Context: an optimization exercise on an open-source flow, tuned for small area. The choices shown serve that exercise and are no tape-out recipe.
Only simulation tests tie the RTL to the original design; equivalence was not proved.
Power and IR drop assume default switching activity.

`flow/flow/run.sh`:
```
#!/bin/bash
# The standard layout, with a leaner clock tree: larger sink clusters driven by
# clkbuf_16 and no dummy loads.
set -euo pipefail
export CTS_ARGS="-sink_clustering_enable -repair_clock_nets -dont_use_dummy_load -sink_buffer_max_cap_derate 1.0 -sink_clustering_max_diameter 200 -sink_clustering_size 20 -buf_list sky130_fd_sc_hd__clkbuf_16"
bash standard.sh > standard.log 2>&1
```
`flow/standard.sh`:
```
#!/bin/bash
# synth_recipe.tcl (not shown) runs the flow's synth.tcl, then flattens the netlist and writes it again
# the make line also repeats each setting of config.mk as NAME=value (left out here)
make -C /OpenROAD-flow-scripts/flow DESIGN_CONFIG=/design/flow/config.mk WORK_HOME=/design/flow/orfs CLKGATE_MAP_FILE= SYNTH_SCRIPT=/design/flow/synth_recipe.tcl "${@:-finish}"
```
`flow/config.mk`:
```
export PLATFORM = sky130hd
export DESIGN_NAME = bfp_quant_top
export DESIGN_NICKNAME = bfp_quant_top
export VERILOG_FILES = /design/flow/design.v
export SDC_FILE = /design/flow/constraint.sdc
export NUM_CORES = 4
export LEC_CHECK = 0
export CAP_MARGIN = 20
export CORE_MARGIN = 2
export CORE_UTILIZATION = 70
export SLEW_MARGIN = 20
export SYNTH_HIERARCHICAL = 1
export SYNTH_MINIMUM_KEEP_SIZE = 0
```
`flow/constraint.sdc`:
```
create_clock -name core_clock -period 14.0 [get_ports {clk_i}]
set_input_delay 2.8000 -clock core_clock [delete_from_list [all_inputs] [get_ports {clk_i}]]
set_output_delay 2.8000 -clock core_clock [all_outputs]
set_load 0.01 [all_outputs]
```
`flow/design.v`:
```
package bfp_pkg;
  localparam int NUM_LANES      = 32;                  
  localparam int CODES_PER_WORD = 4;                   
  localparam int NUM_CODE_WORDS = NUM_LANES / CODES_PER_WORD;
  localparam logic [7:0] EXP_BIAS_SHIFT = 8'd15;
endpackage
`timescale 1ns/1ps
module sel_or8 (
  input  logic [7:0] d_i,
  input  logic [7:0] s_i,
  output logic       y_o
);
  assign y_o = |(d_i & s_i);
endmodule
module sel_or4 (
  input  logic [3:0] d_i,
  input  logic [3:0] s_i,
  output logic       y_o
);
  assign y_o = |(d_i & s_i);
endmodule
module sel_or32 (
  input  logic [31:0] d_i,
  input  logic [31:0] s_i,
  output logic        y_o
);
  assign y_o = |(d_i & s_i);
endmodule
module dec3 (
  input  logic       en_i,
  input  logic [2:0] a_i,
  output logic [7:0] y_o
);
  always_comb begin
    for (int k = 0; k < 8; k++) y_o[k] = en_i & (a_i == 3'(k));
  end
endmodule
module dec2 (
  input  logic       en_i,
  input  logic [1:0] a_i,
  output logic [3:0] y_o
);
  always_comb begin
    for (int k = 0; k < 4; k++) y_o[k] = en_i & (a_i == 2'(k));
  end
endmodule
`timescale 1ns/1ps
module max_bit_step (
  input  logic [31:0] cand_i,   
  input  logic [31:0] bit_i,    
  output logic        max_o,
  output logic [31:0] cand_o
);
  assign max_o  = |(cand_i & bit_i);
  assign cand_o = cand_i & (bit_i | {32{~max_o}});
endmodule
module shared_exp_calc (
  input  logic [bfp_pkg::NUM_LANES*8-1:0] exps_i,   
  output logic [7:0]                      shared_exp_o
);
  logic [7:0]  max_exp;
  logic [31:0] bits [8];
  logic [31:0] cand [9];
  always_comb begin
    for (int k = 0; k < 8; k++) begin
      for (int i = 0; i < 32; i++) bits[k][i] = exps_i[8*i + k];
    end
  end
  assign cand[8] = '1;
  for (genvar k = 7; k >= 0; k--) begin : g_bit
    max_bit_step i_step (
      .cand_i (cand[k+1]),
      .bit_i  (bits[k]),
      .max_o  (max_exp[k]),
      .cand_o (cand[k])
    );
  end
  assign shared_exp_o = (max_exp[7:4] != 4'd0) ? (max_exp - bfp_pkg::EXP_BIAS_SHIFT) : 8'd0;
endmodule
`timescale 1ns/1ps
module lane_quantizer (
  input  logic        en_i,           
  input  logic [12:0] lane_i,         
  input  logic [7:0]  shared_exp_i,
  output logic [7:0]  code_o
);
  logic       sign;
  logic [7:0] exp;
  logic [3:0] frac;
  logic       below;
  logic       keep;
  logic [2:0] man;
  assign {sign, exp, frac} = lane_i;
  always_comb begin
    logic eq;
    below = 1'b0;
    eq    = 1'b1;
    for (int k = 7; k >= 0; k--) begin
      below = below | (eq & ~exp[k] & shared_exp_i[k]);
      eq    = eq & (exp[k] ~^ shared_exp_i[k]);
    end
  end
  assign keep = en_i & (exp != 8'd0) & ~below;
  assign man = (frac[3:1] == 3'd7) ? 3'd7 : (frac[3:1] + {2'b00, frac[0]});
  assign code_o = {sign & en_i, {7{keep}} & {4'(exp[3:0] - shared_exp_i[3:0]), man}};
endmodule
`timescale 1ns/1ps
module bfp_quant_top (
  input  logic        clk_i,
  input  logic        rst_n_i,
  input  logic        wb_cyc_i,
  input  logic        wb_stb_i,
  input  logic        wb_we_i,
  input  logic [5:0]  wb_adr_i,
  input  logic [31:0] wb_dat_i,
  output logic        wb_ack_o,
  output logic [31:0] wb_dat_o
);
  logic           ack_q;
  logic           accept;
  logic           wr;
  logic [31:0]    wdat;
  logic [31:0]    lanes_q [32];
  logic [255:0]   exps;
  logic [7:0]     shared_exp;
  logic [7:0]     shexp_q;
  logic [7:0]     hi8;        
  logic [3:0]     lo4;        
  logic [3:0]     lo4_rd;     
  logic [3:0]     lo4_wr;     
  logic [31:0]    lane_rd;    
  logic [31:0]    lane_en;    
  logic [2:0]     grp;
  logic [7:0]     grp_sel;    
  logic [51:0]    grp_f;      
  logic           code_hit;
  logic           shexp_hit;
  logic [31:0]    code_word;
  logic [31:0]    lane_word;
  logic [31:0]    rd_word;
  logic [31:0]    rd_dat_q;
  assign accept = wb_cyc_i & wb_stb_i & ~ack_q;
  assign wr     = accept & wb_we_i & ~wb_adr_i[5];
  always_ff @(posedge clk_i) begin
    ack_q <= rst_n_i & accept;
  end
  dec3 i_dec_hi (.en_i(1'b1),         .a_i(wb_adr_i[4:2]), .y_o(hi8));
  dec2 i_dec_lo (.en_i(1'b1),         .a_i(wb_adr_i[1:0]), .y_o(lo4));
  dec2 i_dec_rd (.en_i(~wb_adr_i[5]), .a_i(wb_adr_i[1:0]), .y_o(lo4_rd));
  dec2 i_dec_wr (.en_i(wr),           .a_i(wb_adr_i[1:0]), .y_o(lo4_wr));
  assign wdat = wb_dat_i & {32{rst_n_i}};
  for (genvar i = 0; i < 32; i++) begin : g_lane
    assign lane_en[i] = ~rst_n_i | (hi8[i/4] & lo4_wr[i%4]);
    assign lane_rd[i] = hi8[i/4] & lo4_rd[i%4];
    always_ff @(posedge clk_i) begin
      if (lane_en[i]) lanes_q[i] <= wdat;
    end
    assign exps[8*i +: 8] = lanes_q[i][30:23];
  end
  shared_exp_calc i_shared_exp_calc (
    .exps_i       (exps),
    .shared_exp_o (shared_exp)
  );
  always_ff @(posedge clk_i) begin
    shexp_q <= shared_exp;
  end
  assign code_hit  = wb_adr_i[5] & (wb_adr_i[4:3] == 2'b00) & (wb_adr_i[2:0] != 3'd0)
                   | wb_adr_i[5] & (wb_adr_i[4:0] == 5'd8);
  assign shexp_hit = wb_adr_i == 6'd32;
  assign grp       = wb_adr_i[5] ? (wb_adr_i[2:0] - 3'd1) : wb_adr_i[4:2];
  dec3 i_dec_grp (.en_i(1'b1), .a_i(grp), .y_o(grp_sel));
  for (genvar j = 0; j < 4; j++) begin : g_gl
    for (genvar b = 0; b < 13; b++) begin : g_gb
      logic [7:0] d;
      for (genvar g = 0; g < 8; g++) begin : g_d
        assign d[g] = lanes_q[4*g + j][19 + b];
      end
      sel_or8 i_sel (.d_i(d), .s_i(grp_sel), .y_o(grp_f[13*j + b]));
    end
  end
  for (genvar b = 0; b < 32; b++) begin : g_lw
    if (b >= 19) begin : g_hi
      sel_or4 i_sel (
        .d_i ({grp_f[39 + b - 19], grp_f[26 + b - 19], grp_f[13 + b - 19], grp_f[b - 19]}),
        .s_i (lo4_rd),
        .y_o (lane_word[b])
      );
    end else begin : g_lo
      logic [31:0] d;
      for (genvar i = 0; i < 32; i++) begin : g_d
        assign d[i] = lanes_q[i][b];
      end
      sel_or32 i_sel (.d_i(d), .s_i(lane_rd), .y_o(lane_word[b]));
    end
  end
  for (genvar j = 0; j < 4; j++) begin : g_q
    lane_quantizer i_lane_quantizer (
      .en_i         (code_hit),
      .lane_i       ({grp_f[13*j + 12], grp_f[13*j + 4 +: 8], grp_f[13*j +: 4]}),
      .shared_exp_i (shexp_q),
      .code_o       (code_word[8*j +: 8])
    );
  end
  assign rd_word = lane_word | code_word | {24'd0, shexp_q & {8{shexp_hit}}};
  always_ff @(posedge clk_i) begin
    rd_dat_q <= rd_word;
  end
  assign wb_ack_o = ack_q;
  assign wb_dat_o = rd_dat_q;
endmodule
```
==> notes.md <==
## where the power goes
part	total [W]	internal (W)	switching, W	leakage (nW)
combinational	0.000777	0.000242	0.000535	4.35
sequential	0.00394	0.00379	0.000156	10.2
clock	0.00168	0.000744	0.000932	0.727
total	0.00640	0.00477	0.00162	15.3
## path summary, 6_finish.rpt
path	start	depth (start not counted)	endpoint	slack, ns
setup / recovery	lanes_q[23][30]	43	shexp_q[6]	3.70
hold / removal	ack_q	1	ack_q	0.45
setup reg to reg	lanes_q[23][30]	43	shexp_q[6]	3.70
hold reg to reg	ack_q	1	ack_q	0.45
## area by class of cell
class	instances	area, um^2
diodes	5	12.5
repair buffers	118	1120
fillers	3417	14500
multi-input cells	1566	11600
clock buffers	59	1480
well taps	790	988
inverters	52	195
flip-flops and latches	1065	31600
## metrics by stage
stage | hold slack [ns] | util [%]
floorplan | 0.484 | -
global placement | 0.428 | 73.8
detailed placement | 0.438 | 73.9
CTS | 0.450 | 76.3
global route | 0.473 | 76.4
finish | 0.449 | 76.4
## worst register-to-register path: cells and delay by family (launching register included)
| family | cells | cell delay (ns) |
|---|---|---|
| flip-flops | 1 | 0.43 |
| adder cells (fa/ha/maj) | 1 | 0.28 |
| AO/OA/AOI/OAI | 17 | 3.14 |
| AND/OR/NAND/NOR | 17 | 4.21 |
| buffers and inverters | 8 | 2.18 |
## placed cells by master, fill, tap and decap left out, types with 5 or more instances in the layout
master                            count
sky130_fd_sc_hd__diode_2              5
sky130_fd_sc_hd__inv_1               47
sky130_fd_sc_hd__o21a_1             224
sky130_fd_sc_hd__inv_2                5
sky130_fd_sc_hd__buf_4               40
sky130_fd_sc_hd__nor4_4              10
sky130_fd_sc_hd__a21oi_1             10
sky130_fd_sc_hd__nor2_1               6
sky130_fd_sc_hd__nor2b_1              8
sky130_fd_sc_hd__a22oi_1            647
sky130_fd_sc_hd__nand2b_1            17
sky130_fd_sc_hd__edfxtp_1          1024
sky130_fd_sc_hd__a311oi_4             8
sky130_fd_sc_hd__nand2_4             11
sky130_fd_sc_hd__nor3_1              26
sky130_fd_sc_hd__or2_2               24
sky130_fd_sc_hd__and2_2              18
sky130_fd_sc_hd__a31oi_1              8
sky130_fd_sc_hd__xnor2_1             12
sky130_fd_sc_hd__nand4_1            169
sky130_fd_sc_hd__and2_1              50
sky130_fd_sc_hd__clkdlybuf4s50_1     74
sky130_fd_sc_hd__or4_1               19
sky130_fd_sc_hd__xor2_1               5
sky130_fd_sc_hd__nand3_1             15
sky130_fd_sc_hd__and4b_2              6
sky130_fd_sc_hd__o21ai_0              9
sky130_fd_sc_hd__conb_1              80
sky130_fd_sc_hd__clkbuf_16           59
sky130_fd_sc_hd__nor4b_2              5
sky130_fd_sc_hd__ha_1                27
sky130_fd_sc_hd__nand2_2             25
sky130_fd_sc_hd__and4bb_2             6
sky130_fd_sc_hd__a22oi_2             19
sky130_fd_sc_hd__nor4_1               8
sky130_fd_sc_hd__dfxtp_1             41
sky130_fd_sc_hd__a211o_2              8
sky130_fd_sc_hd__nand2_1             54
## per-layer routing
metal	GRT usage, %	vias to the layer above	share of wire (%)
met2	63.5	2296	47
met3	8.56	424	13
li1	-	11480	-
met1	54.4	13546	34
met4	21.1	12	6.0
met5	0	-	0.073
## flip-flops by register name (all words and copies together) (netlist names)
| register | count |
|---|---|
| lanes_q | 1024 |
| rd_dat_q | 32 |
| shexp_q | 8 |
| ack_q | 1 |
==> results.cfg <==
[status]
run_status = no timing/DRC/antenna violations

[sta]
timing.final.crit_share_pct = 73.6
post-route-min-period_ns = 10.30
grt_setup_unrepaired = no
report.final.slew_viol_count = 0
fmax_mhz = 97.0
setup_ws_ns = 3.70
fin_skew_ns = 0.0800
timing_worst_slew_pin_value_ns = 1.26
final_hold_vio_count = 0
setup_viol = 0
setup-tns-final_ns = 0
slew_headroom_pct = 16.2

[floorplan]
num_io_pins = 76
chipHeight_um = 252
fp.dieArea_mm2 = 0.0636
row_count = 91
start_util_pct = 70.3
fp.coreArea_mm2 = 0.0614
die-width_um = 252

[grt]
grt_first_pass_wirelength_mm = 183
largest_net_degree_at_the_start_of_global_routing = 66
grt_overflow = 0
grtUsageTotal_pct = 40.5
antenna_found_initial = 13
number_of_global_route_vias_before_repair = 26977

[clock_tree]
htreeDepth = 2
clock_tree.buffer_depth = 3
cts.reportedPaths.clkPinSlew_ns = 0.09
clock_sinks = 1065
post_cts.repair.setup_buffers = 0
number_of_buffers_inserted_for_hold_repair_after_clock_tree_synthesis = 0
cts_tree = yes
root_buffer = sky130_fd_sc_hd__clkbuf_16
cts-resized-gates = 0
clkLatencyLatePin_ns = 0.68
numCtsBuffers = 59

[run]
max_cap_viol = 0

[critical_path]
critPathMaxFanout = 33
timing.critical_path.from_type = flip-flop
critical_path_buf_inv_count = 8
crit_arrival_ns = 10.84
timing.setup.critical_path_class = flip-flop to flip-flop
cp-end-kind = flip-flop
slowest_delay_ns = 0.80
worst_ep_required_time_ns = 14.53
critPathSlowestCell = sky130_fd_sc_hd__nor4_4
cp_top_family = simple AND/OR/NAND/NOR gates

[route]
wl_per_cell_um = 35.1
drt-initial-drc-count = 4220
drt-total-wl_mm = 128
routed_via_density = 7.59
drtPass1Iterations = 6
drt.antenna.violating_nets = 0
remaining_routing_drc_violations = 0
route.vias.total = 27758

[placed_design]
place_inst = 3589
numPortBuffers = 75
hpwlAfterDp_mm = 80.3
place.gp.congestion = 0.997
pre_cts_ws_ns = 3.87
dpl-instance-area_mm2 = 0.0453

[power_and_ir_drop]
p_total_w = 0.00640
leakage_nw = 15.3
power.density_mw_per_mm2 = 136
peakVddDrop_mv = 0.132

[final_layout]
syn_to_final_growth_pct = 8.74
finalNetCount = 2936
layout.cell_area.non_filler_mm2 = 0.0469
post_route_cells_drive_above_1_share_pct = 9.30
instances_no_fill = 3655

[yosys]
syn-cell-area_mm2 = 0.0431
post_synth.cell_area_avg_um2 = 16.4
postSynthCellCount = 2638
yosys_warnings = 16

[hold_path]
min-delay-path-class = flip-flop to flip-flop

static timing again, ports no longer ideal:
No port has a modelled driver above. Below, the same layout with a new extraction and two added sets of constraints.
Step 1 (the two cells are an assumption about what drives the block):
set clk [get_ports {clk_i}]
set_driving_cell -lib_cell sky130_fd_sc_hd__clkbuf_16 $clk
set_driving_cell -lib_cell sky130_fd_sc_hd__buf_2 [delete_from_list [all_inputs] $clk]
Step 2 times the ports against the registers' clock, not the clock port: input delays grow and output delays shrink by t, the midpoint of the rising clock arrivals with the driver on.
Slacks: no drivers / after step 1 / after step 2; pairs: no drivers / after step 1.
shift t [ns]: 0.709
setup WS [ns]: 3.696 / 3.696 / 3.696
hold WS [ns]: 0.449 / 0.449 / 0.449
After both steps setup and hold are still met in this run. The setup slack of this run moves by 0.000 ns with the drivers and by 0.000 ns with both steps.
